Context: an optimization exercise on an open-source flow, tuned for small area. The choices shown serve that exercise and are no tape-out recipe. Only simulation tests tie the RTL to the original design; equivalence was not proved. Power and IR drop assume default switching activity.

===== flow/run.sh =====
#!/bin/bash
set -euo pipefail
cd "$(dirname "$0")/.."
export BUFFER_PORTS_ARGS="-buffer_cell sky130_fd_sc_hd__buf_1"
export CTS_ARGS="-sink_clustering_enable -repair_clock_nets -buf_list sky130_fd_sc_hd__clkbuf_8 -root_buf sky130_fd_sc_hd__clkbuf_8 -dont_use_dummy_load"
export GLOBAL_PLACEMENT_ARGS="-keep_resize_below_overflow 0"
bash standard.sh > standard.log 2>&1

===== standard.sh =====
#!/bin/bash
# synth_recipe.tcl (not shown) runs the flow's synth.tcl, then flattens the netlist and writes it again
# the make line also repeats each setting of config.mk as NAME=value (left out here)
make -C /OpenROAD-flow-scripts/flow DESIGN_CONFIG=/design/flow/config.mk WORK_HOME=/design/flow/orfs CLKGATE_MAP_FILE= SYNTH_SCRIPT=/design/flow/synth_recipe.tcl "${@:-finish}"

===== config.mk =====
export PLATFORM = sky130hd
export DESIGN_NAME = matrix_alu
export DESIGN_NICKNAME = matrix_alu
export VERILOG_FILES = /design/flow/design.v
export SDC_FILE = /design/flow/constraint.sdc
export NUM_CORES = 4
export LEC_CHECK = 0
export CAP_MARGIN = 20
export CORE_MARGIN = 2
export CORE_UTILIZATION = 40
export SLEW_MARGIN = 20
export SYNTH_HIERARCHICAL = 1

===== constraint.sdc =====
create_clock -name core_clock -period 8.0 [get_ports {clk}]
set_input_delay 1.6000 -clock core_clock [delete_from_list [all_inputs] [get_ports {clk}]]
set_output_delay 1.6000 -clock core_clock [all_outputs]
set_load 0.01 [all_outputs]

===== design.v =====
package matrix_pkg;
    localparam int ELEM_W = 4;                    
    localparam int RES_W  = 9;                    
    typedef logic signed [ELEM_W-1:0] elem_t;     
    typedef logic signed [RES_W-1:0]  res_t;      
    typedef struct packed {
        elem_t m11;                               
        elem_t m12;                               
        elem_t m21;                               
        elem_t m22;                               
    } mat_in_t;
    typedef struct packed {
        res_t m11;
        res_t m12;
        res_t m21;
        res_t m22;
    } mat_out_t;
    typedef enum logic [2:0] {
        OP_ADD       = 3'd0,                      
        OP_SUB       = 3'd1,                      
        OP_SCALE     = 3'd2,                      
        OP_MUL       = 3'd3,                      
        OP_TRANSPOSE = 3'd4,                      
        OP_ADJ       = 3'd5,                      
        OP_DET       = 3'd6                       
    } op_t;
    typedef struct packed {
        mat_out_t sum;                            
        mat_out_t diff;                           
        mat_out_t scaled;                         
    } ew_results_t;
    function automatic res_t widen(input elem_t e);
        res_t w;
        w = e;                                    
        widen = w;
    endfunction
    function automatic mat_out_t widen_mat(input mat_in_t m);
        mat_out_t w;
        w.m11 = widen(m.m11);
        w.m12 = widen(m.m12);
        w.m21 = widen(m.m21);
        w.m22 = widen(m.m22);
        widen_mat = w;
    endfunction
endpackage
`timescale 1ns/1ps
module csa_fa (
    input  logic a,
    input  logic b,
    input  logic c,
    output logic s,
    output logic co
);
    assign s  = a ^ b ^ c;
    assign co = (a & b) | (a & c) | (b & c);
endmodule
module csa_ha (
    input  logic a,
    input  logic b,
    output logic s,
    output logic co
);
    assign s  = a ^ b;
    assign co = a & b;
endmodule
module pp_nor (
    input  logic an,
    input  logic bn,
    output logic y
);
    assign y = ~(an | bn);
endmodule
module out_nor (
    input  logic a,
    input  logic b,
    output logic y
);
    assign y = ~(a | b);
endmodule
module sel4 (
    input  logic [3:0] s,
    input  logic [3:0] d,
    output logic       y
);
    assign y = |(s & d);
endmodule
module sel2 (
    input  logic [1:0] s,
    input  logic [1:0] d,
    output logic       y
);
    assign y = |(s & d);
endmodule
module csa_xnor (
    input  logic a,
    input  logic b,
    output logic y
);
    assign y = ~(a ^ b);
endmodule
module csa_or (
    input  logic a,
    input  logic b,
    output logic y
);
    assign y = a | b;
endmodule
module xgen_n (
    input  logic f,
    input  logic b,
    output logic yn
);
    assign yn = ~(f & b);
endmodule
module xgen_o (
    input  logic f,
    input  logic b,
    input  logic o,
    output logic y
);
    assign y = (f & b) | o;
endmodule
module sel4j (
    input  logic [3:0] s,
    input  logic [3:0] d,
    output logic       y
);
    assign y = (s[3] & d[3]) | (s[2] & d[2]) | ~(s[1] | d[1]) | (s[0] & d[0]);
endmodule
module inv_cell (
    input  logic a,
    output logic y
);
    assign y = ~a;
endmodule
module pp_and2 (
    input  logic a,
    input  logic b,
    output logic y
);
    assign y = a & b;
endmodule
module xor_cell (
    input  logic a,
    input  logic b,
    output logic y
);
    assign y = a ^ b;
endmodule
module zero8 (
    input  logic [7:0] d,
    output logic       z
);
    assign z = (d == 8'd0);
endmodule
`timescale 1ns/1ps
module matrix_alu (
    input  logic        clk,
    input  logic        reset,
    input  logic        start,
    input  logic [2:0]  op,
    input  logic [15:0] a,
    input  logic [15:0] b,
    input  logic [3:0]  scalar,
    output logic [35:0] result,
    output logic [8:0]  det,
    output logic        singular,
    output logic        done
);
    logic [2:0]  opr;       
    logic [15:0] ar;        
    logic [15:0] br;        
    always_ff @(posedge clk) begin
        if (reset) done <= 1'b0;
        else       done <= start;
    end
    always_ff @(posedge clk) begin
        if (reset)      opr <= 3'd7;
        else if (start) opr <= (op == 3'd7) ? 3'd6 : op;
    end
    logic ld, hd, ld_r, hd_r;
    assign ld   = start;
    assign hd   = ~start;
    assign ld_r = start & ~reset;                   
    assign hd_r = ~start & ~reset;
    logic [15:0] ar_d;
    for (genvar k = 0; k < 16; k++) begin : g_ain
        if (k >= 8) begin : g_r
            sel2 u_a (.s({ld_r, hd_r}), .d({a[k], ar[k]}), .y(ar_d[k]));
        end else begin : g_n
            sel2 u_a (.s({ld, hd}), .d({a[k], ar[k]}), .y(ar_d[k]));
        end
    end
    logic sel_b, sel_s, sel_t, sel_d, sel_o;
    assign sel_s = start & (op == 3'd2);
    assign sel_t = start & (op == 3'd4);
    assign sel_d = start & (op == 3'd5);
    assign sel_b = start & ~((op == 3'd2) | (op == 3'd4) | (op == 3'd5));    
    assign sel_o = sel_b;                                                    
    logic sel_dn;
    assign sel_dn = ~sel_d;
    logic [15:0] br_d;
    for (genvar k = 0; k < 4; k++) begin : g_bin
        sel4 u_11 (.s({sel_b, sel_s, sel_d, hd}),
                   .d({b[12 + k], scalar[k], a[k], br[12 + k]}), .y(br_d[12 + k]));
        sel4j u_12 (.s({sel_o, sel_t, sel_dn, hd}),
                    .d({b[8 + k], a[4 + k], a[8 + k], br[8 + k]}), .y(br_d[8 + k]));
        sel4j u_21 (.s({sel_o, sel_t, sel_dn, hd}),
                    .d({b[4 + k], a[8 + k], a[4 + k], br[4 + k]}), .y(br_d[4 + k]));
        sel4 u_22 (.s({sel_b, sel_s, sel_d, hd}),
                   .d({b[k], scalar[k], a[12 + k], br[k]}), .y(br_d[k]));
    end
    always_ff @(posedge clk) begin
        ar <= ar_d;
        br <= br_d;
    end
    logic [3:0] a11, a12, a21, a22, b11, b12, b21, b22;
    assign {a11, a12, a21, a22} = ar;
    assign {b11, b12, b21, b22} = br;
    logic fa, fi, fn, en, en_d, cin_o, kill;
    assign fa    = (opr[2:1] == 2'b01);                     
    assign fn    = (opr == 3'd1);
    assign fi    = (opr == 3'd0) | (opr[2:1] == 2'b10);     
    assign en    = (opr[2:1] == 2'b00);                     
    assign en_d  = en | (opr == 3'd4);                      
    assign cin_o = (opr == 3'd5);
    logic [3:0] x11, x12, x21, x22, x11_n, x12_n, x21_n, x22_n;
    logic       fin;
    assign fin = fi | fn;
    xgen_o u_x11_0 (.f(fa), .b(a11[0]), .o(fin), .y(x11[0]));
    xgen_o u_x22_0 (.f(fa), .b(a22[0]), .o(fin), .y(x22[0]));
    for (genvar k = 1; k < 4; k++) begin : g_xd
        xgen_o u_x11 (.f(fa), .b(a11[k]), .o(fn), .y(x11[k]));
        xgen_o u_x22 (.f(fa), .b(a22[k]), .o(fn), .y(x22[k]));
    end
    for (genvar k = 0; k < 4; k++) begin : g_xo
        xgen_n u_x12 (.f(fa), .b(a12[k]), .yn(x12_n[k]));
        xgen_n u_x21 (.f(fa), .b(a21[k]), .yn(x21_n[k]));
    end
    for (genvar k = 0; k < 4; k++) begin : g_xi
        inv_cell u_x11 (.a(x11[k]), .y(x11_n[k]));
        inv_cell u_x12 (.a(x12_n[k]), .y(x12[k]));
        inv_cell u_x21 (.a(x21_n[k]), .y(x21[k]));
        inv_cell u_x22 (.a(x22[k]), .y(x22_n[k]));
    end
    logic [3:0] v11, v12, v21, v22;
    assign v11 = {4{en_d}} & a11;
    assign v12 = {4{en}} & a12;
    assign v21 = {4{en}} & a21;
    assign v22 = {4{en_d}} & a22;
    logic [8:0] p11, p12, p21, p22;           
    logic [7:0] dv;
    wire [3:0] b11_n = ~b11;
    wire [3:0] b12_n = ~b12;
    wire [3:0] b21_n = ~b21;
    wire [3:0] b22_n = ~b22;
    wire pp_x110_b113;
    pp_nor u_pp_x110_b113 (.an(x11_n[0]), .bn(b11_n[3]), .y(pp_x110_b113));
    wire pp_x111_b113;
    pp_nor u_pp_x111_b113 (.an(x11_n[1]), .bn(b11_n[3]), .y(pp_x111_b113));
    wire pp_x112_b113;
    pp_nor u_pp_x112_b113 (.an(x11_n[2]), .bn(b11_n[3]), .y(pp_x112_b113));
    wire pp_x113_b110;
    pp_nor u_pp_x113_b110 (.an(x11_n[3]), .bn(b11_n[0]), .y(pp_x113_b110));
    wire pp_x113_b111;
    pp_nor u_pp_x113_b111 (.an(x11_n[3]), .bn(b11_n[1]), .y(pp_x113_b111));
    wire pp_x113_b112;
    pp_nor u_pp_x113_b112 (.an(x11_n[3]), .bn(b11_n[2]), .y(pp_x113_b112));
    wire pp_x120_b213;
    pp_nor u_pp_x120_b213 (.an(x12_n[0]), .bn(b21_n[3]), .y(pp_x120_b213));
    wire pp_x121_b213;
    pp_nor u_pp_x121_b213 (.an(x12_n[1]), .bn(b21_n[3]), .y(pp_x121_b213));
    wire pp_x122_b213;
    pp_nor u_pp_x122_b213 (.an(x12_n[2]), .bn(b21_n[3]), .y(pp_x122_b213));
    wire pp_x123_b211;
    pp_nor u_pp_x123_b211 (.an(x12_n[3]), .bn(b21_n[1]), .y(pp_x123_b211));
    wire pp_x123_b212;
    pp_nor u_pp_x123_b212 (.an(x12_n[3]), .bn(b21_n[2]), .y(pp_x123_b212));
    wire p11_0, p11_1;
    csa_xnor u_p11_0 (.a(~(x11[0] & b11[0])), .b(~((x12[0] & b21[0]) | v11[0])), .y(p11_0));
    csa_or u_p11_1 (.a(~(x11[0] & b11[0])), .b(~((x12[0] & b21[0]) | v11[0])), .y(p11_1));
    wire p11_2, p11_3;
    csa_fa u_p11_2 (.a(~(x11[0] & b11[1])), .b(~(x11[1] & b11[0])), .c(~(x12[0] & b21[1])), .s(p11_2), .co(p11_3));
    wire p11_4, p11_5;
    csa_fa u_p11_4 (.a(~((x12[1] & b21[0]) | v11[1])), .b(p11_1), .c(p11_2), .s(p11_4), .co(p11_5));
    wire p11_6, p11_7;
    csa_fa u_p11_6 (.a(~(x11[0] & b11[2])), .b(~(x11[1] & b11[1])), .c(~(x11[2] & b11[0])), .s(p11_6), .co(p11_7));
    wire p11_8, p11_9;
    csa_fa u_p11_8 (.a(~(x12[0] & b21[2])), .b(~(x12[1] & b21[1])), .c(~((x12[2] & b21[0]) | v11[2])), .s(p11_8), .co(p11_9));
    wire p11_10, p11_11;
    csa_fa u_p11_10 (.a(p11_3), .b(p11_6), .c(p11_8), .s(p11_10), .co(p11_11));
    wire p11_12, p11_13;
    csa_xnor u_p11_12 (.a(p11_5), .b(p11_10), .y(p11_12));
    csa_or u_p11_13 (.a(p11_5), .b(p11_10), .y(p11_13));
    wire p11_14, p11_15;
    csa_fa u_p11_14 (.a(pp_x110_b113), .b(~(x11[1] & b11[2])), .c(~(x11[2] & b11[1])), .s(p11_14), .co(p11_15));
    wire p11_16, p11_17;
    csa_fa u_p11_16 (.a(pp_x113_b110), .b(pp_x120_b213), .c(~(x12[1] & b21[2])), .s(p11_16), .co(p11_17));
    wire p11_18, p11_19;
    csa_fa u_p11_18 (.a(~(x12[2] & b21[1])), .b(((x12[3] & b21[0]) | v11[3])), .c(p11_7), .s(p11_18), .co(p11_19));
    wire p11_20, p11_21;
    csa_fa u_p11_20 (.a(p11_9), .b(p11_14), .c(p11_16), .s(p11_20), .co(p11_21));
    wire p11_22, p11_23;
    csa_fa u_p11_22 (.a(p11_11), .b(p11_18), .c(p11_20), .s(p11_22), .co(p11_23));
    wire p11_24, p11_25;
    csa_xnor u_p11_24 (.a(p11_13), .b(p11_22), .y(p11_24));
    csa_or u_p11_25 (.a(p11_13), .b(p11_22), .y(p11_25));
    wire p11_26, p11_27;
    csa_fa u_p11_26 (.a(pp_x111_b113), .b(~(x11[2] & b11[2])), .c(pp_x113_b111), .s(p11_26), .co(p11_27));
    wire p11_28, p11_29;
    csa_fa u_p11_28 (.a(pp_x121_b213), .b(~(x12[2] & b21[2])), .c(pp_x123_b211), .s(p11_28), .co(p11_29));
    wire p11_30, p11_31;
    csa_fa u_p11_30 (.a(p11_15), .b(p11_17), .c(p11_26), .s(p11_30), .co(p11_31));
    wire p11_32, p11_33;
    csa_fa u_p11_32 (.a(p11_28), .b(p11_19), .c(p11_21), .s(p11_32), .co(p11_33));
    wire p11_34, p11_35;
    csa_fa u_p11_34 (.a(p11_30), .b(p11_32), .c(p11_23), .s(p11_34), .co(p11_35));
    wire p11_36, p11_37;
    csa_xnor u_p11_36 (.a(p11_25), .b(p11_34), .y(p11_36));
    csa_or u_p11_37 (.a(p11_25), .b(p11_34), .y(p11_37));
    wire p11_38, p11_39;
    csa_ha u_p11_38 (.a(pp_x112_b113), .b(pp_x113_b112), .s(p11_38), .co(p11_39));
    wire p11_40, p11_41;
    csa_fa u_p11_40 (.a(pp_x122_b213), .b(pp_x123_b212), .c(p11_38), .s(p11_40), .co(p11_41));
    wire p11_42, p11_43;
    csa_fa u_p11_42 (.a(p11_27), .b(p11_29), .c(p11_40), .s(p11_42), .co(p11_43));
    wire p11_44, p11_45;
    csa_fa u_p11_44 (.a(p11_31), .b(p11_42), .c(p11_33), .s(p11_44), .co(p11_45));
    wire p11_46, p11_47;
    csa_fa u_p11_46 (.a(p11_44), .b(p11_35), .c(p11_37), .s(p11_46), .co(p11_47));
    wire p11_48, p11_49;
    csa_fa u_p11_48 (.a(~(x11[3] & b11[3])), .b(~(x12[3] & b21[3])), .c(p11_39), .s(p11_48), .co(p11_49));
    wire p11_50, p11_51;
    csa_fa u_p11_50 (.a(p11_41), .b(p11_48), .c(p11_43), .s(p11_50), .co(p11_51));
    wire p11_52, p11_53;
    csa_fa u_p11_52 (.a(p11_50), .b(p11_45), .c(p11_47), .s(p11_52), .co(p11_53));
    wire p11_54, p11_55;
    csa_fa u_p11_54 (.a(p11_49), .b(p11_51), .c(p11_53), .s(p11_54), .co(p11_55));
    wire p11_56 = ~p11_55;
    wire pp_x110_b123;
    pp_nor u_pp_x110_b123 (.an(x11_n[0]), .bn(b12_n[3]), .y(pp_x110_b123));
    wire pp_x111_b123;
    pp_nor u_pp_x111_b123 (.an(x11_n[1]), .bn(b12_n[3]), .y(pp_x111_b123));
    wire pp_x112_b123;
    pp_nor u_pp_x112_b123 (.an(x11_n[2]), .bn(b12_n[3]), .y(pp_x112_b123));
    wire pp_x113_b120;
    pp_nor u_pp_x113_b120 (.an(x11_n[3]), .bn(b12_n[0]), .y(pp_x113_b120));
    wire pp_x113_b121;
    pp_nor u_pp_x113_b121 (.an(x11_n[3]), .bn(b12_n[1]), .y(pp_x113_b121));
    wire pp_x113_b122;
    pp_nor u_pp_x113_b122 (.an(x11_n[3]), .bn(b12_n[2]), .y(pp_x113_b122));
    wire pp_x120_b223;
    pp_nor u_pp_x120_b223 (.an(x12_n[0]), .bn(b22_n[3]), .y(pp_x120_b223));
    wire pp_x121_b223;
    pp_nor u_pp_x121_b223 (.an(x12_n[1]), .bn(b22_n[3]), .y(pp_x121_b223));
    wire pp_x122_b223;
    pp_nor u_pp_x122_b223 (.an(x12_n[2]), .bn(b22_n[3]), .y(pp_x122_b223));
    wire pp_x123_b221;
    pp_nor u_pp_x123_b221 (.an(x12_n[3]), .bn(b22_n[1]), .y(pp_x123_b221));
    wire pp_x123_b222;
    pp_nor u_pp_x123_b222 (.an(x12_n[3]), .bn(b22_n[2]), .y(pp_x123_b222));
    wire p12_57, p12_58;
    csa_fa u_p12_57 (.a(~(x11[0] & b12[0])), .b(~((x12[0] & b22[0]) | v12[0])), .c(~cin_o), .s(p12_57), .co(p12_58));
    wire p12_59, p12_60;
    csa_fa u_p12_59 (.a(~(x11[0] & b12[1])), .b(~(x11[1] & b12[0])), .c(~(x12[0] & b22[1])), .s(p12_59), .co(p12_60));
    wire p12_61, p12_62;
    csa_fa u_p12_61 (.a(~((x12[1] & b22[0]) | v12[1])), .b(p12_58), .c(p12_59), .s(p12_61), .co(p12_62));
    wire p12_63, p12_64;
    csa_fa u_p12_63 (.a(~(x11[0] & b12[2])), .b(~(x11[1] & b12[1])), .c(~(x11[2] & b12[0])), .s(p12_63), .co(p12_64));
    wire p12_65, p12_66;
    csa_fa u_p12_65 (.a(~(x12[0] & b22[2])), .b(~(x12[1] & b22[1])), .c(~((x12[2] & b22[0]) | v12[2])), .s(p12_65), .co(p12_66));
    wire p12_67, p12_68;
    csa_fa u_p12_67 (.a(p12_60), .b(p12_63), .c(p12_65), .s(p12_67), .co(p12_68));
    wire p12_69, p12_70;
    csa_xnor u_p12_69 (.a(p12_62), .b(p12_67), .y(p12_69));
    csa_or u_p12_70 (.a(p12_62), .b(p12_67), .y(p12_70));
    wire p12_71, p12_72;
    csa_fa u_p12_71 (.a(pp_x110_b123), .b(~(x11[1] & b12[2])), .c(~(x11[2] & b12[1])), .s(p12_71), .co(p12_72));
    wire p12_73, p12_74;
    csa_fa u_p12_73 (.a(pp_x113_b120), .b(pp_x120_b223), .c(~(x12[1] & b22[2])), .s(p12_73), .co(p12_74));
    wire p12_75, p12_76;
    csa_fa u_p12_75 (.a(~(x12[2] & b22[1])), .b(((x12[3] & b22[0]) | v12[3])), .c(p12_64), .s(p12_75), .co(p12_76));
    wire p12_77, p12_78;
    csa_fa u_p12_77 (.a(p12_66), .b(p12_71), .c(p12_73), .s(p12_77), .co(p12_78));
    wire p12_79, p12_80;
    csa_fa u_p12_79 (.a(p12_68), .b(p12_75), .c(p12_77), .s(p12_79), .co(p12_80));
    wire p12_81, p12_82;
    csa_xnor u_p12_81 (.a(p12_70), .b(p12_79), .y(p12_81));
    csa_or u_p12_82 (.a(p12_70), .b(p12_79), .y(p12_82));
    wire p12_83, p12_84;
    csa_fa u_p12_83 (.a(pp_x111_b123), .b(~(x11[2] & b12[2])), .c(pp_x113_b121), .s(p12_83), .co(p12_84));
    wire p12_85, p12_86;
    csa_fa u_p12_85 (.a(pp_x121_b223), .b(~(x12[2] & b22[2])), .c(pp_x123_b221), .s(p12_85), .co(p12_86));
    wire p12_87, p12_88;
    csa_fa u_p12_87 (.a(p12_72), .b(p12_74), .c(p12_83), .s(p12_87), .co(p12_88));
    wire p12_89, p12_90;
    csa_fa u_p12_89 (.a(p12_85), .b(p12_76), .c(p12_78), .s(p12_89), .co(p12_90));
    wire p12_91, p12_92;
    csa_fa u_p12_91 (.a(p12_87), .b(p12_89), .c(p12_80), .s(p12_91), .co(p12_92));
    wire p12_93, p12_94;
    csa_xnor u_p12_93 (.a(p12_82), .b(p12_91), .y(p12_93));
    csa_or u_p12_94 (.a(p12_82), .b(p12_91), .y(p12_94));
    wire p12_95, p12_96;
    csa_ha u_p12_95 (.a(pp_x112_b123), .b(pp_x113_b122), .s(p12_95), .co(p12_96));
    wire p12_97, p12_98;
    csa_fa u_p12_97 (.a(pp_x122_b223), .b(pp_x123_b222), .c(p12_95), .s(p12_97), .co(p12_98));
    wire p12_99, p12_100;
    csa_fa u_p12_99 (.a(p12_84), .b(p12_86), .c(p12_97), .s(p12_99), .co(p12_100));
    wire p12_101, p12_102;
    csa_fa u_p12_101 (.a(p12_88), .b(p12_99), .c(p12_90), .s(p12_101), .co(p12_102));
    wire p12_103, p12_104;
    csa_fa u_p12_103 (.a(p12_101), .b(p12_92), .c(p12_94), .s(p12_103), .co(p12_104));
    wire p12_105, p12_106;
    csa_fa u_p12_105 (.a(~(x11[3] & b12[3])), .b(~(x12[3] & b22[3])), .c(p12_96), .s(p12_105), .co(p12_106));
    wire p12_107, p12_108;
    csa_fa u_p12_107 (.a(p12_98), .b(p12_105), .c(p12_100), .s(p12_107), .co(p12_108));
    wire p12_109, p12_110;
    csa_fa u_p12_109 (.a(p12_107), .b(p12_102), .c(p12_104), .s(p12_109), .co(p12_110));
    wire p12_111, p12_112;
    csa_fa u_p12_111 (.a(p12_106), .b(p12_108), .c(p12_110), .s(p12_111), .co(p12_112));
    wire p12_113 = ~p12_112;
    wire pp_x210_b113;
    pp_nor u_pp_x210_b113 (.an(x21_n[0]), .bn(b11_n[3]), .y(pp_x210_b113));
    wire pp_x211_b113;
    pp_nor u_pp_x211_b113 (.an(x21_n[1]), .bn(b11_n[3]), .y(pp_x211_b113));
    wire pp_x212_b113;
    pp_nor u_pp_x212_b113 (.an(x21_n[2]), .bn(b11_n[3]), .y(pp_x212_b113));
    wire pp_x213_b111;
    pp_nor u_pp_x213_b111 (.an(x21_n[3]), .bn(b11_n[1]), .y(pp_x213_b111));
    wire pp_x213_b112;
    pp_nor u_pp_x213_b112 (.an(x21_n[3]), .bn(b11_n[2]), .y(pp_x213_b112));
    wire pp_x220_b213;
    pp_nor u_pp_x220_b213 (.an(x22_n[0]), .bn(b21_n[3]), .y(pp_x220_b213));
    wire pp_x221_b213;
    pp_nor u_pp_x221_b213 (.an(x22_n[1]), .bn(b21_n[3]), .y(pp_x221_b213));
    wire pp_x222_b213;
    pp_nor u_pp_x222_b213 (.an(x22_n[2]), .bn(b21_n[3]), .y(pp_x222_b213));
    wire pp_x223_b210;
    pp_nor u_pp_x223_b210 (.an(x22_n[3]), .bn(b21_n[0]), .y(pp_x223_b210));
    wire pp_x223_b211;
    pp_nor u_pp_x223_b211 (.an(x22_n[3]), .bn(b21_n[1]), .y(pp_x223_b211));
    wire pp_x223_b212;
    pp_nor u_pp_x223_b212 (.an(x22_n[3]), .bn(b21_n[2]), .y(pp_x223_b212));
    wire p21_114, p21_115;
    csa_fa u_p21_114 (.a(~((x21[0] & b11[0]) | v21[0])), .b(~(x22[0] & b21[0])), .c(~cin_o), .s(p21_114), .co(p21_115));
    wire p21_116, p21_117;
    csa_fa u_p21_116 (.a(~(x21[0] & b11[1])), .b(~((x21[1] & b11[0]) | v21[1])), .c(~(x22[0] & b21[1])), .s(p21_116), .co(p21_117));
    wire p21_118, p21_119;
    csa_fa u_p21_118 (.a(~(x22[1] & b21[0])), .b(p21_115), .c(p21_116), .s(p21_118), .co(p21_119));
    wire p21_120, p21_121;
    csa_fa u_p21_120 (.a(~(x21[0] & b11[2])), .b(~(x21[1] & b11[1])), .c(~((x21[2] & b11[0]) | v21[2])), .s(p21_120), .co(p21_121));
    wire p21_122, p21_123;
    csa_fa u_p21_122 (.a(~(x22[0] & b21[2])), .b(~(x22[1] & b21[1])), .c(~(x22[2] & b21[0])), .s(p21_122), .co(p21_123));
    wire p21_124, p21_125;
    csa_fa u_p21_124 (.a(p21_117), .b(p21_120), .c(p21_122), .s(p21_124), .co(p21_125));
    wire p21_126, p21_127;
    csa_xnor u_p21_126 (.a(p21_119), .b(p21_124), .y(p21_126));
    csa_or u_p21_127 (.a(p21_119), .b(p21_124), .y(p21_127));
    wire p21_128, p21_129;
    csa_fa u_p21_128 (.a(pp_x210_b113), .b(~(x21[1] & b11[2])), .c(~(x21[2] & b11[1])), .s(p21_128), .co(p21_129));
    wire p21_130, p21_131;
    csa_fa u_p21_130 (.a(((x21[3] & b11[0]) | v21[3])), .b(pp_x220_b213), .c(~(x22[1] & b21[2])), .s(p21_130), .co(p21_131));
    wire p21_132, p21_133;
    csa_fa u_p21_132 (.a(~(x22[2] & b21[1])), .b(pp_x223_b210), .c(p21_121), .s(p21_132), .co(p21_133));
    wire p21_134, p21_135;
    csa_fa u_p21_134 (.a(p21_123), .b(p21_128), .c(p21_130), .s(p21_134), .co(p21_135));
    wire p21_136, p21_137;
    csa_fa u_p21_136 (.a(p21_125), .b(p21_132), .c(p21_134), .s(p21_136), .co(p21_137));
    wire p21_138, p21_139;
    csa_xnor u_p21_138 (.a(p21_127), .b(p21_136), .y(p21_138));
    csa_or u_p21_139 (.a(p21_127), .b(p21_136), .y(p21_139));
    wire p21_140, p21_141;
    csa_fa u_p21_140 (.a(pp_x211_b113), .b(~(x21[2] & b11[2])), .c(pp_x213_b111), .s(p21_140), .co(p21_141));
    wire p21_142, p21_143;
    csa_fa u_p21_142 (.a(pp_x221_b213), .b(~(x22[2] & b21[2])), .c(pp_x223_b211), .s(p21_142), .co(p21_143));
    wire p21_144, p21_145;
    csa_fa u_p21_144 (.a(p21_129), .b(p21_131), .c(p21_140), .s(p21_144), .co(p21_145));
    wire p21_146, p21_147;
    csa_fa u_p21_146 (.a(p21_142), .b(p21_133), .c(p21_135), .s(p21_146), .co(p21_147));
    wire p21_148, p21_149;
    csa_fa u_p21_148 (.a(p21_144), .b(p21_146), .c(p21_137), .s(p21_148), .co(p21_149));
    wire p21_150, p21_151;
    csa_xnor u_p21_150 (.a(p21_139), .b(p21_148), .y(p21_150));
    csa_or u_p21_151 (.a(p21_139), .b(p21_148), .y(p21_151));
    wire p21_152, p21_153;
    csa_ha u_p21_152 (.a(pp_x212_b113), .b(pp_x213_b112), .s(p21_152), .co(p21_153));
    wire p21_154, p21_155;
    csa_fa u_p21_154 (.a(pp_x222_b213), .b(pp_x223_b212), .c(p21_152), .s(p21_154), .co(p21_155));
    wire p21_156, p21_157;
    csa_fa u_p21_156 (.a(p21_141), .b(p21_143), .c(p21_154), .s(p21_156), .co(p21_157));
    wire p21_158, p21_159;
    csa_fa u_p21_158 (.a(p21_145), .b(p21_156), .c(p21_147), .s(p21_158), .co(p21_159));
    wire p21_160, p21_161;
    csa_fa u_p21_160 (.a(p21_158), .b(p21_149), .c(p21_151), .s(p21_160), .co(p21_161));
    wire p21_162, p21_163;
    csa_fa u_p21_162 (.a(~(x21[3] & b11[3])), .b(~(x22[3] & b21[3])), .c(p21_153), .s(p21_162), .co(p21_163));
    wire p21_164, p21_165;
    csa_fa u_p21_164 (.a(p21_155), .b(p21_162), .c(p21_157), .s(p21_164), .co(p21_165));
    wire p21_166, p21_167;
    csa_fa u_p21_166 (.a(p21_164), .b(p21_159), .c(p21_161), .s(p21_166), .co(p21_167));
    wire p21_168, p21_169;
    csa_fa u_p21_168 (.a(p21_163), .b(p21_165), .c(p21_167), .s(p21_168), .co(p21_169));
    wire p21_170 = ~p21_169;
    wire pp_x210_b123;
    pp_nor u_pp_x210_b123 (.an(x21_n[0]), .bn(b12_n[3]), .y(pp_x210_b123));
    wire pp_x211_b123;
    pp_nor u_pp_x211_b123 (.an(x21_n[1]), .bn(b12_n[3]), .y(pp_x211_b123));
    wire pp_x212_b123;
    pp_nor u_pp_x212_b123 (.an(x21_n[2]), .bn(b12_n[3]), .y(pp_x212_b123));
    wire pp_x213_b121;
    pp_nor u_pp_x213_b121 (.an(x21_n[3]), .bn(b12_n[1]), .y(pp_x213_b121));
    wire pp_x213_b122;
    pp_nor u_pp_x213_b122 (.an(x21_n[3]), .bn(b12_n[2]), .y(pp_x213_b122));
    wire pp_x220_b223;
    pp_nor u_pp_x220_b223 (.an(x22_n[0]), .bn(b22_n[3]), .y(pp_x220_b223));
    wire pp_x221_b223;
    pp_nor u_pp_x221_b223 (.an(x22_n[1]), .bn(b22_n[3]), .y(pp_x221_b223));
    wire pp_x222_b223;
    pp_nor u_pp_x222_b223 (.an(x22_n[2]), .bn(b22_n[3]), .y(pp_x222_b223));
    wire pp_x223_b220;
    pp_nor u_pp_x223_b220 (.an(x22_n[3]), .bn(b22_n[0]), .y(pp_x223_b220));
    wire pp_x223_b221;
    pp_nor u_pp_x223_b221 (.an(x22_n[3]), .bn(b22_n[1]), .y(pp_x223_b221));
    wire pp_x223_b222;
    pp_nor u_pp_x223_b222 (.an(x22_n[3]), .bn(b22_n[2]), .y(pp_x223_b222));
    wire p22_171, p22_172;
    csa_xnor u_p22_171 (.a(~((x21[0] & b12[0]) | v22[0])), .b(~(x22[0] & b22[0])), .y(p22_171));
    csa_or u_p22_172 (.a(~((x21[0] & b12[0]) | v22[0])), .b(~(x22[0] & b22[0])), .y(p22_172));
    wire p22_173, p22_174;
    csa_fa u_p22_173 (.a(~(x21[0] & b12[1])), .b(~((x21[1] & b12[0]) | v22[1])), .c(~(x22[0] & b22[1])), .s(p22_173), .co(p22_174));
    wire p22_175, p22_176;
    csa_fa u_p22_175 (.a(~(x22[1] & b22[0])), .b(p22_172), .c(p22_173), .s(p22_175), .co(p22_176));
    wire p22_177, p22_178;
    csa_fa u_p22_177 (.a(~(x21[0] & b12[2])), .b(~(x21[1] & b12[1])), .c(~((x21[2] & b12[0]) | v22[2])), .s(p22_177), .co(p22_178));
    wire p22_179, p22_180;
    csa_fa u_p22_179 (.a(~(x22[0] & b22[2])), .b(~(x22[1] & b22[1])), .c(~(x22[2] & b22[0])), .s(p22_179), .co(p22_180));
    wire p22_181, p22_182;
    csa_fa u_p22_181 (.a(p22_174), .b(p22_177), .c(p22_179), .s(p22_181), .co(p22_182));
    wire p22_183, p22_184;
    csa_xnor u_p22_183 (.a(p22_176), .b(p22_181), .y(p22_183));
    csa_or u_p22_184 (.a(p22_176), .b(p22_181), .y(p22_184));
    wire p22_185, p22_186;
    csa_fa u_p22_185 (.a(pp_x210_b123), .b(~(x21[1] & b12[2])), .c(~(x21[2] & b12[1])), .s(p22_185), .co(p22_186));
    wire p22_187, p22_188;
    csa_fa u_p22_187 (.a(((x21[3] & b12[0]) | v22[3])), .b(pp_x220_b223), .c(~(x22[1] & b22[2])), .s(p22_187), .co(p22_188));
    wire p22_189, p22_190;
    csa_fa u_p22_189 (.a(~(x22[2] & b22[1])), .b(pp_x223_b220), .c(p22_178), .s(p22_189), .co(p22_190));
    wire p22_191, p22_192;
    csa_fa u_p22_191 (.a(p22_180), .b(p22_185), .c(p22_187), .s(p22_191), .co(p22_192));
    wire p22_193, p22_194;
    csa_fa u_p22_193 (.a(p22_182), .b(p22_189), .c(p22_191), .s(p22_193), .co(p22_194));
    wire p22_195, p22_196;
    csa_xnor u_p22_195 (.a(p22_184), .b(p22_193), .y(p22_195));
    csa_or u_p22_196 (.a(p22_184), .b(p22_193), .y(p22_196));
    wire p22_197, p22_198;
    csa_fa u_p22_197 (.a(pp_x211_b123), .b(~(x21[2] & b12[2])), .c(pp_x213_b121), .s(p22_197), .co(p22_198));
    wire p22_199, p22_200;
    csa_fa u_p22_199 (.a(pp_x221_b223), .b(~(x22[2] & b22[2])), .c(pp_x223_b221), .s(p22_199), .co(p22_200));
    wire p22_201, p22_202;
    csa_fa u_p22_201 (.a(p22_186), .b(p22_188), .c(p22_197), .s(p22_201), .co(p22_202));
    wire p22_203, p22_204;
    csa_fa u_p22_203 (.a(p22_199), .b(p22_190), .c(p22_192), .s(p22_203), .co(p22_204));
    wire p22_205, p22_206;
    csa_fa u_p22_205 (.a(p22_201), .b(p22_203), .c(p22_194), .s(p22_205), .co(p22_206));
    wire p22_207, p22_208;
    csa_xnor u_p22_207 (.a(p22_196), .b(p22_205), .y(p22_207));
    csa_or u_p22_208 (.a(p22_196), .b(p22_205), .y(p22_208));
    wire p22_209, p22_210;
    csa_ha u_p22_209 (.a(pp_x212_b123), .b(pp_x213_b122), .s(p22_209), .co(p22_210));
    wire p22_211, p22_212;
    csa_fa u_p22_211 (.a(pp_x222_b223), .b(pp_x223_b222), .c(p22_209), .s(p22_211), .co(p22_212));
    wire p22_213, p22_214;
    csa_fa u_p22_213 (.a(p22_198), .b(p22_200), .c(p22_211), .s(p22_213), .co(p22_214));
    wire p22_215, p22_216;
    csa_fa u_p22_215 (.a(p22_202), .b(p22_213), .c(p22_204), .s(p22_215), .co(p22_216));
    wire p22_217, p22_218;
    csa_fa u_p22_217 (.a(p22_215), .b(p22_206), .c(p22_208), .s(p22_217), .co(p22_218));
    wire p22_219, p22_220;
    csa_fa u_p22_219 (.a(~(x21[3] & b12[3])), .b(~(x22[3] & b22[3])), .c(p22_210), .s(p22_219), .co(p22_220));
    wire p22_221, p22_222;
    csa_fa u_p22_221 (.a(p22_212), .b(p22_219), .c(p22_214), .s(p22_221), .co(p22_222));
    wire p22_223, p22_224;
    csa_fa u_p22_223 (.a(p22_221), .b(p22_216), .c(p22_218), .s(p22_223), .co(p22_224));
    wire p22_225, p22_226;
    csa_fa u_p22_225 (.a(p22_220), .b(p22_222), .c(p22_224), .s(p22_225), .co(p22_226));
    wire p22_227 = ~p22_226;
    wire pa_a110_a220;
    pp_and2 u_pa_a110_a220 (.a(a11[0]), .b(a22[0]), .y(pa_a110_a220));
    wire pa_a110_a221;
    pp_and2 u_pa_a110_a221 (.a(a11[0]), .b(a22[1]), .y(pa_a110_a221));
    wire pa_a110_a222;
    pp_and2 u_pa_a110_a222 (.a(a11[0]), .b(a22[2]), .y(pa_a110_a222));
    wire pa_a111_a220;
    pp_and2 u_pa_a111_a220 (.a(a11[1]), .b(a22[0]), .y(pa_a111_a220));
    wire pa_a111_a221;
    pp_and2 u_pa_a111_a221 (.a(a11[1]), .b(a22[1]), .y(pa_a111_a221));
    wire pa_a111_a222;
    pp_and2 u_pa_a111_a222 (.a(a11[1]), .b(a22[2]), .y(pa_a111_a222));
    wire pa_a112_a220;
    pp_and2 u_pa_a112_a220 (.a(a11[2]), .b(a22[0]), .y(pa_a112_a220));
    wire pa_a112_a221;
    pp_and2 u_pa_a112_a221 (.a(a11[2]), .b(a22[1]), .y(pa_a112_a221));
    wire pa_a112_a222;
    pp_and2 u_pa_a112_a222 (.a(a11[2]), .b(a22[2]), .y(pa_a112_a222));
    wire pa_a113_a223;
    pp_and2 u_pa_a113_a223 (.a(a11[3]), .b(a22[3]), .y(pa_a113_a223));
    wire pa_a120_a213;
    pp_and2 u_pa_a120_a213 (.a(a12[0]), .b(a21[3]), .y(pa_a120_a213));
    wire pa_a121_a213;
    pp_and2 u_pa_a121_a213 (.a(a12[1]), .b(a21[3]), .y(pa_a121_a213));
    wire pa_a122_a213;
    pp_and2 u_pa_a122_a213 (.a(a12[2]), .b(a21[3]), .y(pa_a122_a213));
    wire pa_a123_a210;
    pp_and2 u_pa_a123_a210 (.a(a12[3]), .b(a21[0]), .y(pa_a123_a210));
    wire pa_a123_a211;
    pp_and2 u_pa_a123_a211 (.a(a12[3]), .b(a21[1]), .y(pa_a123_a211));
    wire pa_a123_a212;
    pp_and2 u_pa_a123_a212 (.a(a12[3]), .b(a21[2]), .y(pa_a123_a212));
    wire d_228, d_229;
    csa_xnor u_d_228 (.a(pa_a110_a220), .b(~(a12[0] & a21[0])), .y(d_228));
    csa_or u_d_229 (.a(pa_a110_a220), .b(~(a12[0] & a21[0])), .y(d_229));
    wire d_230, d_231;
    csa_xnor u_d_230 (.a(pa_a110_a221), .b(pa_a111_a220), .y(d_230));
    csa_or u_d_231 (.a(pa_a110_a221), .b(pa_a111_a220), .y(d_231));
    wire d_232, d_233;
    csa_fa u_d_232 (.a(~(a12[0] & a21[1])), .b(~(a12[1] & a21[0])), .c(d_229), .s(d_232), .co(d_233));
    wire d_234, d_235;
    csa_ha u_d_234 (.a(d_230), .b(d_232), .s(d_234), .co(d_235));
    wire d_236, d_237;
    csa_xnor u_d_236 (.a(pa_a110_a222), .b(pa_a111_a221), .y(d_236));
    csa_or u_d_237 (.a(pa_a110_a222), .b(pa_a111_a221), .y(d_237));
    wire d_238, d_239;
    csa_fa u_d_238 (.a(pa_a112_a220), .b(~(a12[0] & a21[2])), .c(~(a12[1] & a21[1])), .s(d_238), .co(d_239));
    wire d_240, d_241;
    csa_fa u_d_240 (.a(~(a12[2] & a21[0])), .b(d_231), .c(d_236), .s(d_240), .co(d_241));
    wire d_242, d_243;
    csa_fa u_d_242 (.a(d_238), .b(d_233), .c(d_240), .s(d_242), .co(d_243));
    wire d_244, d_245;
    csa_ha u_d_244 (.a(d_235), .b(d_242), .s(d_244), .co(d_245));
    wire d_246, d_247;
    csa_xnor u_d_246 (.a(~(a11[0] & a22[3])), .b(pa_a111_a222), .y(d_246));
    csa_or u_d_247 (.a(~(a11[0] & a22[3])), .b(pa_a111_a222), .y(d_247));
    wire d_248, d_249;
    csa_fa u_d_248 (.a(pa_a112_a221), .b(~(a11[3] & a22[0])), .c(pa_a120_a213), .s(d_248), .co(d_249));
    wire d_250, d_251;
    csa_fa u_d_250 (.a(~(a12[1] & a21[2])), .b(~(a12[2] & a21[1])), .c(pa_a123_a210), .s(d_250), .co(d_251));
    wire d_252, d_253;
    csa_fa u_d_252 (.a(d_237), .b(d_246), .c(d_239), .s(d_252), .co(d_253));
    wire d_254, d_255;
    csa_fa u_d_254 (.a(d_248), .b(d_250), .c(d_241), .s(d_254), .co(d_255));
    wire d_256, d_257;
    csa_fa u_d_256 (.a(d_252), .b(d_254), .c(d_243), .s(d_256), .co(d_257));
    wire d_258, d_259;
    csa_ha u_d_258 (.a(d_245), .b(d_256), .s(d_258), .co(d_259));
    wire d_260, d_261;
    csa_xnor u_d_260 (.a(~(a11[1] & a22[3])), .b(pa_a112_a222), .y(d_260));
    csa_or u_d_261 (.a(~(a11[1] & a22[3])), .b(pa_a112_a222), .y(d_261));
    wire d_262, d_263;
    csa_fa u_d_262 (.a(~(a11[3] & a22[1])), .b(pa_a121_a213), .c(~(a12[2] & a21[2])), .s(d_262), .co(d_263));
    wire d_264, d_265;
    csa_fa u_d_264 (.a(pa_a123_a211), .b(d_247), .c(d_260), .s(d_264), .co(d_265));
    wire d_266, d_267;
    csa_fa u_d_266 (.a(d_249), .b(d_251), .c(d_262), .s(d_266), .co(d_267));
    wire d_268, d_269;
    csa_fa u_d_268 (.a(d_264), .b(d_253), .c(d_266), .s(d_268), .co(d_269));
    wire d_270, d_271;
    csa_fa u_d_270 (.a(d_255), .b(d_268), .c(d_257), .s(d_270), .co(d_271));
    wire d_272, d_273;
    csa_ha u_d_272 (.a(d_259), .b(d_270), .s(d_272), .co(d_273));
    wire d_274, d_275;
    csa_fa u_d_274 (.a(~(a11[2] & a22[3])), .b(~(a11[3] & a22[2])), .c(pa_a122_a213), .s(d_274), .co(d_275));
    wire d_276, d_277;
    csa_fa u_d_276 (.a(pa_a123_a212), .b(d_261), .c(d_263), .s(d_276), .co(d_277));
    wire d_278, d_279;
    csa_fa u_d_278 (.a(d_274), .b(d_265), .c(d_267), .s(d_278), .co(d_279));
    wire d_280, d_281;
    csa_fa u_d_280 (.a(d_276), .b(d_278), .c(d_269), .s(d_280), .co(d_281));
    wire d_282, d_283;
    csa_fa u_d_282 (.a(d_280), .b(d_271), .c(d_273), .s(d_282), .co(d_283));
    wire d_284, d_285;
    csa_fa u_d_284 (.a(pa_a113_a223), .b(~(a12[3] & a21[3])), .c(d_275), .s(d_284), .co(d_285));
    wire d_286, d_287;
    csa_fa u_d_286 (.a(d_277), .b(d_284), .c(d_279), .s(d_286), .co(d_287));
    wire d_288, d_289;
    csa_fa u_d_288 (.a(d_286), .b(d_281), .c(d_283), .s(d_288), .co(d_289));
    wire d_290;
    xor_cell u_d_290 (.a(d_285), .b(d_287), .y(d_290));
    wire d_291;
    xor_cell u_d_291 (.a(d_290), .b(d_289), .y(d_291));
    assign p11 = {p11_56, p11_54, p11_52, p11_46, p11_36, p11_24, p11_12, p11_4, p11_0};
    assign p12 = {p12_113, p12_111, p12_109, p12_103, p12_93, p12_81, p12_69, p12_61, p12_57};
    assign p21 = {p21_170, p21_168, p21_166, p21_160, p21_150, p21_138, p21_126, p21_118, p21_114};
    assign p22 = {p22_227, p22_225, p22_223, p22_217, p22_207, p22_195, p22_183, p22_175, p22_171};
    assign dv = {d_291, d_288, d_282, d_272, d_258, d_244, d_234, d_228};
    logic zero_det;
    zero8 u_zero (.d(dv), .z(zero_det));
    assign kill     = (opr == 3'd5) & zero_det;
    logic [35:0] p_all;
    assign p_all = {p11, p12, p21, p22};
    for (genvar i = 0; i < 36; i++) begin : g_res
        out_nor u_nor (.a(p_all[i]), .b(kill), .y(result[i]));
    end
    assign det      = {dv[7], dv};
    assign singular = zero_det & (opr != 3'd7);
endmodule

==> results of run 1 <==
==> per-stage QoR <==
step | setup TNS, ps | cells | cell area [um2]
floorplan | 0 | 559 | 5230
global placement | -11920 | 805 | 5690
detailed placement | 0 | 806 | 5720
CTS | 0 | 811 | 5790
global route | 0 | 811 | 5790
finish | 0 | 811 | 5790
==> per-module statistics from Yosys (local to each module, per instance), a selection <==
module | flip-flops and latches | times used | cell area (um2)
inv_cell | 0 | 16 | 3.75
out_nor | 0 | 36 | 3.75
zero8 | 0 | 1 | 18.8
csa_ha | 0 | 8 | 12.5
pp_and2 | 0 | 16 | 6.26
csa_xnor | 0 | 19 | 8.76
xgen_o | 0 | 8 | 7.51
sel4 | 0 | 8 | 18.8
pp_nor | 0 | 44 | 3.75
csa_or | 0 | 19 | 6.26
xor_cell | 0 | 2 | 8.76
csa_fa | 0 | 116 | 20.0
xgen_n | 0 | 8 | 3.75
==> layer usage <==
layer / routed length (um) / vias up / track usage (%) / share of wire [%]
met3: 887 / 30 / 2.56 / 6.0
met4: 433 / 0 / 7.91 / 2.9
li1: - / 1958 / - / -
met2: 7200 / 185 / 37.4 / 49
met5: 0 / - / 0 / 0
met1: 6240 / 2167 / 29.0 / 42
==> cell usage in the layout, fill, tap and decap left out, types with 2 or more instances in the layout <==
master,count
inv_1,41
fa_1,116
dfxtp_1,36
and2_1,17
clkbuf_8,5
buf_1,88
or2_1,19
or4_1,2
ha_1,8
xnor2_1,19
o211ai_1,9
nand2b_1,3
xor2_1,2
nand2_1,111
nor2_1,88
a21o_1,8
a22oi_1,36
a22o_1,20
==> final cells by class <==
class | instances | share of cell area (%)
clock buffer | 5 | 1.19
inverter | 41 | 2.66
multi-input combinational | 468 | 73.8
sequential | 36 | 12.4
tap | 172 | 3.72
timing repair buffer | 89 | 6.18
==> sequential cells by signal, summed over array words and instances, names as in the netlist <==
| signal | cells |
|---|---|
| ar | 16 |
| br | 16 |
| done | 1 |
| opr | 3 |
==> cells in the mapped netlist, drive strengths merged (4+ instances only) <==
cell    count
buf        10
xnor2      19
and2       17
inv        41
o211ai      9
a21o        8
nor2       90
a22oi      36
dfxtp      36
or2        20
clkbuf      4
fa        116
ha          8
nand2     111
a22o       20
==> critical path: stages (launching register included) <==
cell	delay [ps]
dfxtp_1	460
inv_1	140
nor2_1	750
nand2_1	270
inv_1	280
a22oi_1	160
fa_1	450
fa_1	460
fa_1	520
fa_1	440
or2_1	250
fa_1	390
fa_1	390
fa_1	440
nor2_1	90
buf_1	160
==> path summary, 6_finish.rpt <==
| path | slack (ps) | endpoint | cells after the start |
|---|---|---|---|
| worst max register to register | 7090 | br[14] | 2 |
| worst max-delay path | 430 | result[34] | 15 |
| worst min register to register | 570 | br[11] | 2 |
| worst min-delay path | 570 | br[11] | 2 |
==> cells by family (layout without fill, tap and decap cells) <==
logic type	count (synthesis)	in the layout	share of synthesized area (%)
AND/OR/NAND/NOR	245	245	19.8
adder cells (fa/ha/maj)	124	124	46.3
AO/OA/AOI/OAI	77	77	11.8
buffers and inverters	55	135	4.62
flip-flops	36	36	13.8
XOR/XNOR	21	21	3.52
multiplexers	1	1	0.191
==> power by group through the flow <==
| stage | combinational (uW) | clock (uW) | sequential, uW |
|---|---|---|---|
| 2_1_floorplan | 439 | 0 | 221 |
| 3_3_place_gp | 525 | 0 | 248 |
| 3_5_place_dp | 539 | 0 | 248 |
| 4_1_cts | 542 | 115 | 244 |
| 5_1_grt | 601 | 123 | 248 |
| 6_report | 529 | 113 | 245 |
==> impl_metrics.ini, run 1 <==
[global_route]
grt_overflow = 0
grt_pass1_vias = 4756
antenna_found_initial = 0
gr-usage-all-layers_pct = 22.0
grt_max_degree = 27
grt_pass1_wl_mm = 24.2

[final_layout]
final_util_pct = 45.7
regArea_um2 = 721
area_growth_pct = 10.7
antenna_cells = 0
fin_nets = 807
drive_above_1_share_pct = 1.56
fillers = 1300
multi_input_area_um2 = 4270

[place]
place_ws_ps = 835
place.port_buffers = 88
place_hpwl_mm = 12.3
place_congestion = 0.953

[route]
drt-total-wl_mm = 14.8
drc = 0
via_per_inst = 5.35
dr.pass1.iters = 7
drt_iter0_drc = 370
wire_per_inst_um = 18.2
drtAntennaViolNets = 0
vias = 4340

[clock_tree]
root_buffer = clkbuf_8
holdBufCountCts = 0
tritoncts = built
clk_pin_slew_ps = 70
clock_latency_ps = 290
cts-resized-gates = 0
cts.sinks = 36
cts_buffer_depth = 2
cts_made_buffers = 5
cts.htree.levels = 2
post_cts_buffers = 0

[die]
core_um2 = 12700
io_pins = 89
design.die.area_um2 = 14000
start_util_pct = 41.3
die_y_um = 118
die_w_um = 118
num_rows = 41

[pwr]
ir_drop_uv = 67.1
pwr-share-seq_pct = 27.6
power_switching_uw = 414
comb_power_share_pct = 59.6
p_int_uw = 474
p_leak_uw = 0.00217
p_per_area_nw_per_um2 = 153
total_power_uw = 888
power.share.clock_pct = 12.7
p_sw_share_pct = 46.6

[sta]
rsz0062_at_grt = false
fin_worst_hold_slack_ps = 573
fin_worst_skew_ps = 0
fin_ws_ps = 435
worstMarginPinSlew_ps = 949
finalCritPeriodShare_pct = 94.6
drv_slew = 0
timing_hold_violations_final = 0
slew_headroom_pct = 36.5
finalCriticalPeriod_ps = 7570
setup_viol_count_final = 0
max_freq_ghz = 0.132

[critical_path]
critPathKind = reg -> out
required_ps = 6400
setup.worst_path.end_class = primary output
worstPathArrival_ps = 5970
critPathLaunchType = flip-flop
cp_max_fo = 16
crit_start = opr[1]
reg2reg_from = br[14]

[synthesis]
synth.area.top_cells = fa_1 (44%), dfxtp_1 (14%), nand2_1 (8.0%)
synth_edf_count = 0
syn-cell-area_um2 = 5230
synth_top_area_cell = fa_1
ys_ff_latch = 36
syn_nets = 725
ys_seq_area_share_pct = 13.8
async_flop_share_pct = 0
yosysTopAreaCellShare_pct = 44.4
synth_cells = 559
yosysWarningCount = 7
syn_area_per_cell_um2 = 9.35
yosysUniqueCellTypes = 28
synth_top_flop_cell = dfxtp_1

[worst_hold_path]
min_path_type = reg -> reg
hp-start = br[11]

[flow_run]
maxCapViolCount = 0

[run_status]
status = finished clean
==> run 2: changes to the inputs <==
==> flow/run.sh (replaced) <==
#!/bin/bash
set -euo pipefail
cd "$(dirname "$0")/.."
export BUFFER_PORTS_ARGS="-buffer_cell sky130_fd_sc_hd__buf_1"
export CTS_ARGS="-repair_clock_nets -buf_list sky130_fd_sc_hd__clkbuf_4 -root_buf sky130_fd_sc_hd__clkbuf_4 -dont_use_dummy_load"
export GLOBAL_PLACEMENT_ARGS="-keep_resize_below_overflow 0"
bash standard.sh > standard.log 2>&1
--- a/config.mk
+++ b/config.mk
@@ -9,3 +9,3 @@
 export CORE_MARGIN = 2
-export CORE_UTILIZATION = 40
+export CORE_UTILIZATION = 50
 export SLEW_MARGIN = 20
==> impl_metrics.ini, run 2 <==
[pwr]
p_per_area_nw_per_um2 = 149
ir_drop_uv = 145
total_power_uw = 850
p_leak_uw = 0.00215

[clock_tree]
post_cts_buffers = 0
root_buffer = clkbuf_4
cts.sinks = 36
cts_made_buffers = 5
clock_latency_ps = 330
clk_pin_slew_ps = 100
holdBufCountCts = 0
cts.htree.levels = 2
cts_buffer_depth = 2
cts-resized-gates = 0
tritoncts = built

[synthesis]
synthSimpleGateAreaFrac_pct = 19.8
yosys.cell_count.top_type = fa_1
async_flop_share_pct = 0
synth_edf_count = 0
synth_xor_area_share_pct = 3.52
syn_nets = 725
syn_area_per_cell_um2 = 9.35
synth_top_flop_cell = dfxtp_1
ys_top_cells_by_count = fa_1 (116), nand2_1 (111), nor2_1 (89)
synth_mux_area_share_pct = 0.191
syn-cell-area_um2 = 5230
synth-compound-area-share_pct = 11.8
synth_top_family_by_area = adder cells
ys_ff_latch = 36
synth.area.top_cells = fa_1 (44%), dfxtp_1 (14%), nand2_1 (8.0%)
synth_cells = 559
synth_top_area_cell = fa_1
ys_seq_area_share_pct = 13.8
yosysUniqueCellTypes = 28
synthAdderAreaFrac_pct = 46.3
yosysWarningCount = 7
yosysTopAreaCellShare_pct = 44.4

[route]
drt-total-wl_mm = 14.2
drtAntennaViolNets = 0
dr.pass1.iters = 5
drc = 0
vias = 4293
drt_iter0_drc = 202
wire_per_inst_um = 18.4
via_per_inst = 5.54

[final_layout]
fillers = 969
antenna_cells = 0
final_common_cell = fa_1
fin_area_um2 = 5710
regArea_um2 = 721
fin_nets = 807
multi_input_area_um2 = 4270
area_growth_pct = 9.29
drive_above_1_share_pct = 1.56
reg_top3 = ar (16), br (16), opr (3)
final_cell_mix = fa_1 (116), nand2_1 (111), nor2_1 (88), buf_1 (88), inv_1 (41)

[sta]
finalCriticalPeriod_ps = 7600
setup_viol_count_final = 0
rsz0062_at_grt = false
worstMarginPinSlew_ps = 950
drv_slew = 0
slew_headroom_pct = 36.4
finalCritPeriodShare_pct = 95.1
fin_worst_skew_ps = 0
fin_ws_ps = 396
timing_hold_violations_final = 0
fin_worst_hold_slack_ps = 585
max_freq_ghz = 0.132

[global_route]
antenna_found_initial = 0
grt_overflow = 0
gr-usage-all-layers_pct = 27.3
grt_max_degree = 27
grt_pass1_vias = 4536
grt_pass1_wl_mm = 23.5

[run_status]
status = finished clean

[critical_path]
critPathKind = reg -> out
required_ps = 6400
path_common_cell = fa_1
critPathLaunchType = flip-flop
cpPeakStageDelay_ps = 750
worstPathArrival_ps = 6000
crit_chain = inv_1, nor2_1, nand2_1, inv_1, a22o_1, fa_1, fa_1, fa_1, fa_1, or2_1, fa_1, fa_1, fa_1, nor2_1, buf_1
setup.worst_path.end_class = primary output
cp_max_fo = 16
cp_slowest_cell = nor2_1

[flow_run]
maxCapViolCount = 0

[die]
num_rows = 37
die_y_um = 106
die_w_um = 106
core_um2 = 10200
io_pins = 89
start_util_pct = 51.1
design.die.area_um2 = 11300

[place]
place.port_buffers = 88
post_dp_cell_area_um2 = 5680
place_congestion = 0.933
place_hpwl_mm = 12.1
place_ws_ps = 788

[worst_hold_path]
min_path_type = reg -> reg
## run 2: cell counts after synthesis
No cell type changed its count.
## run 2: final timing paths
check / from / end / slack [ps] / cells past startpoint
worst max-delay path: opr[1] / result[16] / 400 / 15
worst min-delay path: br[11] / br[11] / 590 / 2
worst max register to register: br[13] / br[13] / 7050 / 2
worst min register to register: br[11] / br[11] / 590 / 2
## run 2: cell families (layout without fill, tap and decap cells)
logic type                 Yosys count  in the layout
AOI/OAI and AO/OA                   77             77
xor gates and xnor gates            21             21
adders and majority gates          124            124
buffers and inverters               55            135
DFF                                 36             36
muxes                                1              1
and+or+nand+nor                    245            245
## run 2: per-stage QoR
| stage | setup TNS [ps] | std cells | util, % |
|---|---|---|---|
| after floorplan | 0 | 559 | - |
| after detailed placement | 0 | 770 | 55.5 |
| after CTS | 0 | 775 | 55.8 |
| after global routing | 0 | 775 | 55.8 |
| final | 0 | 775 | 55.8 |
| after global placement | -1090 | 769 | 55.1 |
## run 2: worst max-delay path, delay by kind of cell (launching register included)
family	cells	cell delay, ps
and+or+nand+nor	4	1410
DFF	1	480
adders and majority gates	7	3030
AOI/OAI and AO/OA	1	230
buffers and inverters	3	520
## run 2: final cells by class
cell class / instances / area share (%)
clock buffers: 5 / 0.657
inverters: 41 / 2.69
multi-input cells: 468 / 74.8
flip-flops and latches: 36 / 12.6
well taps: 136 / 2.98
repair buffers: 89 / 6.26
## run 2: metal layers
metal | global-route usage, % | part of all wire [%]
met1 | 38.4 | 45
met3 | 2.94 | 4.6
met4 | 6.86 | 2.4
met5 | 0 | 0
met2 | 45.6 | 48
## run 2: report_power, final
group	total [uW]	switching [uW]	internal, uW
clock	83.9	54.6	29.4
sequential	245	47.8	197
combinational	521	302	219
## run 2: Yosys stat by module (local to each module, per instance), a selection
module,flip-flops and latches,copies in the design
csa_or,0,19
xor_cell,0,2
pp_and2,0,16
csa_fa,0,116
sel4j,0,8
xgen_n,0,8
zero8,0,1
==> run 3: changes to the inputs <==
--- a/config.mk
+++ b/config.mk
@@ -9,3 +9,3 @@
 export CORE_MARGIN = 2
-export CORE_UTILIZATION = 50
+export CORE_UTILIZATION = 40
 export SLEW_MARGIN = 20
==> impl_metrics.ini, run 3 <==
[run_status]
status = finished clean

[final_layout]
reg_top3 = ar (16), br (16), opr (3)
fin_nets = 807
drive_above_1_share_pct = 1.56
final_cell_mix = fa_1 (116), nand2_1 (111), nor2_1 (88), buf_1 (88), inv_1 (41)
final_common_cell = fa_1
fin_area_um2 = 5760
antenna_cells = 0
stdcell_count = 811
area_growth_pct = 10.1

[worst_hold_path]
min_path_type = reg -> reg

[die]
die_y_um = 118
core_um2 = 12700
die_w_um = 118
io_pins = 89
num_rows = 41
start_util_pct = 41.3
design.die.area_um2 = 14000

[synthesis]
async_flop_share_pct = 0
synth_cells = 559
syn_area_per_cell_um2 = 9.35
ys_top_cells_by_count = fa_1 (116), nand2_1 (111), nor2_1 (89)
yosysUniqueCellTypes = 28
ys_ff_latch = 36
yosys.cell_count.top_type = fa_1
synth_top_flop_cell = dfxtp_1
syn_nets = 725
synth_top_area_cell = fa_1
synth_edf_count = 0
syn-cell-area_um2 = 5230
ys_seq_area_share_pct = 13.8
yosysTopAreaCellShare_pct = 44.4
yosysWarningCount = 7
synth.area.top_cells = fa_1 (44%), dfxtp_1 (14%), nand2_1 (8.0%)

[route]
wire_per_inst_um = 18.3
dr.pass1.iters = 5
vias = 4413
via_per_inst = 5.44
drtAntennaViolNets = 0
drt_iter0_drc = 388
drc = 0
drt-total-wl_mm = 14.9

[critical_path]
cp_max_fo = 16
cpPeakStageDelay_ps = 740
cp_slowest_cell = nor2_1
crit_chain = inv_1, nor2_1, nand2_1, inv_1, a22oi_1, fa_1, fa_1, fa_1, fa_1, or2_1, fa_1, fa_1, fa_1, nor2_1, buf_1
path_common_cell = fa_1
critPathLaunchType = flip-flop
required_ps = 6400
critical_path.top_delay_family = adder cells
worstPathArrival_ps = 5970
critPathKind = reg -> out
setup.worst_path.end_class = primary output
crit_buf_inv = 3

[clock_tree]
tritoncts = built
cts.htree.levels = 2
cts.sinks = 36
cts_made_buffers = 5
root_buffer = clkbuf_4
cts-resized-gates = 0
holdBufCountCts = 0
clk_pin_slew_ps = 90
post_cts_buffers = 0
cts_buffer_depth = 2
clock_latency_ps = 330

[place]
place_inst = 806
post_dp_cell_area_um2 = 5720
place_hpwl_mm = 12.3
place_congestion = 0.953
place.port_buffers = 88
place_ws_ps = 835

[flow_run]
maxCapViolCount = 0

[global_route]
grt_pass1_wl_mm = 24.3
gr-usage-all-layers_pct = 22.1
grt_pass1_vias = 4756
grt_max_degree = 27
grt_overflow = 0
antenna_found_initial = 0

[sta]
max_freq_ghz = 0.132
rsz0062_at_grt = false
fin_ws_ps = 427
drv_slew = 0
tns_ps = 0
setup_viol_count_final = 0
worstMarginPinSlew_ps = 933
timing_hold_violations_final = 0
finalCritPeriodShare_pct = 94.7
slew_headroom_pct = 37.6
finalCriticalPeriod_ps = 7570
fin_worst_skew_ps = 0

[pwr]
ir_drop_uv = 52.0
p_leak_uw = 0.00215
total_power_uw = 857
p_per_area_nw_per_um2 = 149
run 3: path summary, 6_finish.rpt:
kind,start,end,slack (ps),depth (start not counted)
setup reg to reg,br[8],br[8],7080,2
setup / recovery,opr[1],result[34],430,15
hold reg to reg,br[7],br[7],580,2
hold / removal,br[7],br[7],580,2
run 3: cell families after synthesis:
logic type      synth area share, %
simple gates                   19.8
buf+inv                        4.62
fa+ha+maj                      46.3
compound gates                 11.8
xor+xnor                       3.52
flops                          13.8
mux                           0.191
run 3: cell type report:
| cell class | count | area, um2 |
|---|---|---|
| multi-input combinational | 468 | 4270 |
| timing repair buffer | 89 | 358 |
| clock buffer | 5 | 37.5 |
| inverter | 41 | 154 |
| tap | 172 | 215 |
| fill | 1302 | 6910 |
| sequential | 36 | 721 |
run 3: modules after synthesis, one instance, submodules excluded, a selection:
module | cells inside | copies in the design | area [um2] | flip-flops and latches
pp_and2 | 1 | 16 | 6.26 | 0
xor_cell | 1 | 2 | 8.76 | 0
out_nor | 1 | 36 | 3.75 | 0
csa_ha | 1 | 8 | 12.5 | 0
zero8 | 3 | 1 | 18.8 | 0
csa_fa | 1 | 116 | 20.0 | 0
xgen_o | 1 | 8 | 7.51 | 0
matrix_alu | 200 | 1 | 1490 | 36
sel4j | 3 | 8 | 18.8 | 0
xgen_n | 1 | 8 | 3.75 | 0
sel4 | 3 | 8 | 18.8 | 0
csa_or | 1 | 19 | 6.26 | 0
inv_cell | 1 | 16 | 3.75 | 0
sel2 | 1 | 16 | 8.76 | 0
run 3: tightest hold or removal path, cell delays in order (launching register included):
cell      delay, ps
dfxtp_1         370
nand2_1          80
o211ai_1         80
run 3: layer usage:
metal / global-route usage (%) / routed length (um) / part of all wire, % / vias to the layer above
met5: 0 / 0 / 0 / -
met4: 7.23 / 369 / 2.5 / 0
li1: - / - / - / 1957
met1: 29.2 / 6190 / 42 / 2215
met2: 37.4 / 7300 / 49 / 213
met3: 3.28 / 985 / 6.6 / 28
run 3: stage by stage:
| stage | hold slack, ps | util, % |
|---|---|---|
| after floorplan | 441 | - |
| after global placement | 550 | 44.9 |
| after detailed placement | 560 | 45.1 |
| after CTS | 577 | 45.4 |
| after global routing | 595 | 45.4 |
| final | 576 | 45.4 |
run 3: report_power, final:
group | internal (uW) | switching (uW)
clock network | 29.3 | 52.6
logic | 221 | 309
registers | 197 | 48.4
==> run 4: changes to the inputs <==
--- a/config.mk
+++ b/config.mk
@@ -9,3 +9,3 @@
 export CORE_MARGIN = 2
-export CORE_UTILIZATION = 40
+export CORE_UTILIZATION = 60
 export SLEW_MARGIN = 20
==> impl_metrics.ini, run 4 <==
[sta]
drv_slew = 0
rsz0062_at_grt = false
slew_headroom_pct = 36.5
worstMarginPinSlew_ps = 949
tns_ps = 0
setup_viol_count_final = 0
fin_ws_ps = 395
max_freq_ghz = 0.131
finalCritPeriodShare_pct = 95.1
fin_worst_skew_ps = 0
finalCriticalPeriod_ps = 7610

[synthesis]
synth_cells = 559
synth_top_area_cell = fa_1
yosys.cell_count.top_type = fa_1
yosysTopAreaCellShare_pct = 44.4
ys_ff_latch = 36
yosysUniqueCellTypes = 28
ys_top_cells_by_count = fa_1 (116), nand2_1 (111), nor2_1 (89)
yosysWarningCount = 7
syn_nets = 725
syn-cell-area_um2 = 5230
synth_edf_count = 0
synth.area.top_cells = fa_1 (44%), dfxtp_1 (14%), nand2_1 (8.0%)

[clock_tree]
cts_buffer_depth = 2
cts_made_buffers = 5
cts.htree.levels = 2
post_cts_buffers = 0
root_buffer = clkbuf_4
holdBufCountCts = 0
cts.sinks = 36
tritoncts = built

[route]
dr.pass1.iters = 5
drc = 0
via_per_inst = 5.73
drt-total-wl_mm = 13.8
drt_iter0_drc = 250

[critical_path]
critPathKind = reg -> out
crit_chain = inv_1, nor2_1, nand2_1, inv_1, a22oi_1, fa_1, fa_1, fa_1, fa_1, or2_1, fa_1, fa_1, fa_1, nor2_1, buf_1
worstPathArrival_ps = 6010
cp_slowest_cell = nor2_1
r2r-end = br[5]
path_common_cell = fa_1
setup.worst_path.end_class = primary output
reg2reg_slack_ps = 7060
cpPeakStageDelay_ps = 750
rr_worst_depth = 2

[global_route]
antenna_found_initial = 0
grt_overflow = 0
grt_max_degree = 28
gr-usage-all-layers_pct = 31.2
grt_pass1_wl_mm = 23.1
grt_pass1_vias = 4501

[final_layout]
reg_top3 = ar (16), br (16), opr (3)
area_growth_pct = 8.62
drive_above_1_share_pct = 1.56
final_cell_mix = fa_1 (116), nand2_1 (111), nor2_1 (88), buf_1 (88), inv_1 (41)
fillers = 808

[worst_hold_path]
whs_path_depth = 2
min_path_type = reg -> reg
hp-start = br[11]
whs_endpoint = br[11]

[die]
num_rows = 34
die_w_um = 97.3
die_y_um = 97.3
start_util_pct = 60.8
design.die.area_um2 = 9480
core_um2 = 8590

[run_status]
status = finished clean

[place]
place_congestion = 1.00
place_hpwl_mm = 11.6

[flow_run]
maxCapViolCount = 0
-- run 4: through the flow --
| stage | hold WS [ps] | total power (uW) | instance area [um2] | cells |
|---|---|---|---|---|
| floorplan | 441 | 659 | 5230 | 559 |
| global placement | 562 | 760 | 5610 | 741 |
| detailed placement | 569 | 781 | 5640 | 742 |
| CTS | 581 | 863 | 5680 | 747 |
| global route | 593 | 939 | 5680 | 747 |
| finish | 577 | 853 | 5680 | 747 |
-- run 4: cell type report --
cell class	count	area [um2]	area share, %
clock buffers	5	37.5	0.661
repair buffers	89	358	6.30
well taps	108	135	2.38
multi-input cells	468	4270	75.3
flip-flops and latches	36	721	12.7
inverters	41	154	2.71
-- run 4: cells by family (layout without fill, tap and decap cells) --
kind of cell	after synthesis	in the layout	share of synthesized area, %
flops	36	36	13.8
fa+ha+maj	124	124	46.3
simple gates	245	245	19.8
buf+inv	55	135	4.62
compound gates	77	77	11.8
mux	1	1	0.191
xor+xnor	21	21	3.52
-- run 4: power by group --
part	total (uW)	leakage (uW)	internal, uW	switching (uW)
combinational	525	0.00183	222	303
clock	82.8	0.0000230	29.4	53.4
sequential	245	0.000301	197	47.5
-- run 4: how the worst max path moves through the flow --
| stage | slack, ps | to | depth (start not counted) |
|---|---|---|---|
| 2_1_floorplan | 810 | result[0] | 15 |
| 3_3_place_gp | -130 | result[25] | 16 |
| 6_report | 390 | result[34] | 15 |
| 5_1_grt | 100 | result[25] | 15 |
| 3_5_place_dp | 820 | result[34] | 15 |
| 4_1_cts | 450 | result[34] | 15 |
-- run 4: worst max-delay path, delay by kind of cell, from the launching register on --
| family | cells | cell delay (ps) |
|---|---|---|
| AOI/OAI and AO/OA | 1 | 170 |
| adders and majority gates | 7 | 3090 |
| buffers and inverters | 3 | 570 |
| DFF | 1 | 470 |
| and+or+nand+nor | 4 | 1370 |
-- run 4: modules after synthesis, one instance, submodules excluded, excerpt --
| module | copies in the design | cells | area [um2] |
|---|---|---|---|
| xor_cell | 2 | 1 | 8.76 |
| zero8 | 1 | 3 | 18.8 |
| out_nor | 36 | 1 | 3.75 |
| xgen_n | 8 | 1 | 3.75 |
| pp_and2 | 16 | 1 | 6.26 |
| csa_or | 19 | 1 | 6.26 |
| sel4 | 8 | 3 | 18.8 |
| xgen_o | 8 | 1 | 7.51 |
| csa_fa | 116 | 1 | 20.0 |
| inv_cell | 16 | 1 | 3.75 |
-- run 4: layer usage --
layer / track usage, % / share of wire (%) / wire length, um
met1: 44.4 / 43 / 5880
met2: 50.4 / 48 / 6630
met3: 4.82 / 7.1 / 979
met4: 9.40 / 2.3 / 318
met5: 0 / 0 / 0

Setup slack of run 4, layout unchanged: 0.395 ns with ideal ports, 0.370 ns with driving cells assumed (clock clkbuf_16, inputs buf_2), 0.720 ns with port delays also shifted by the 0.350 ns mid clock arrival.
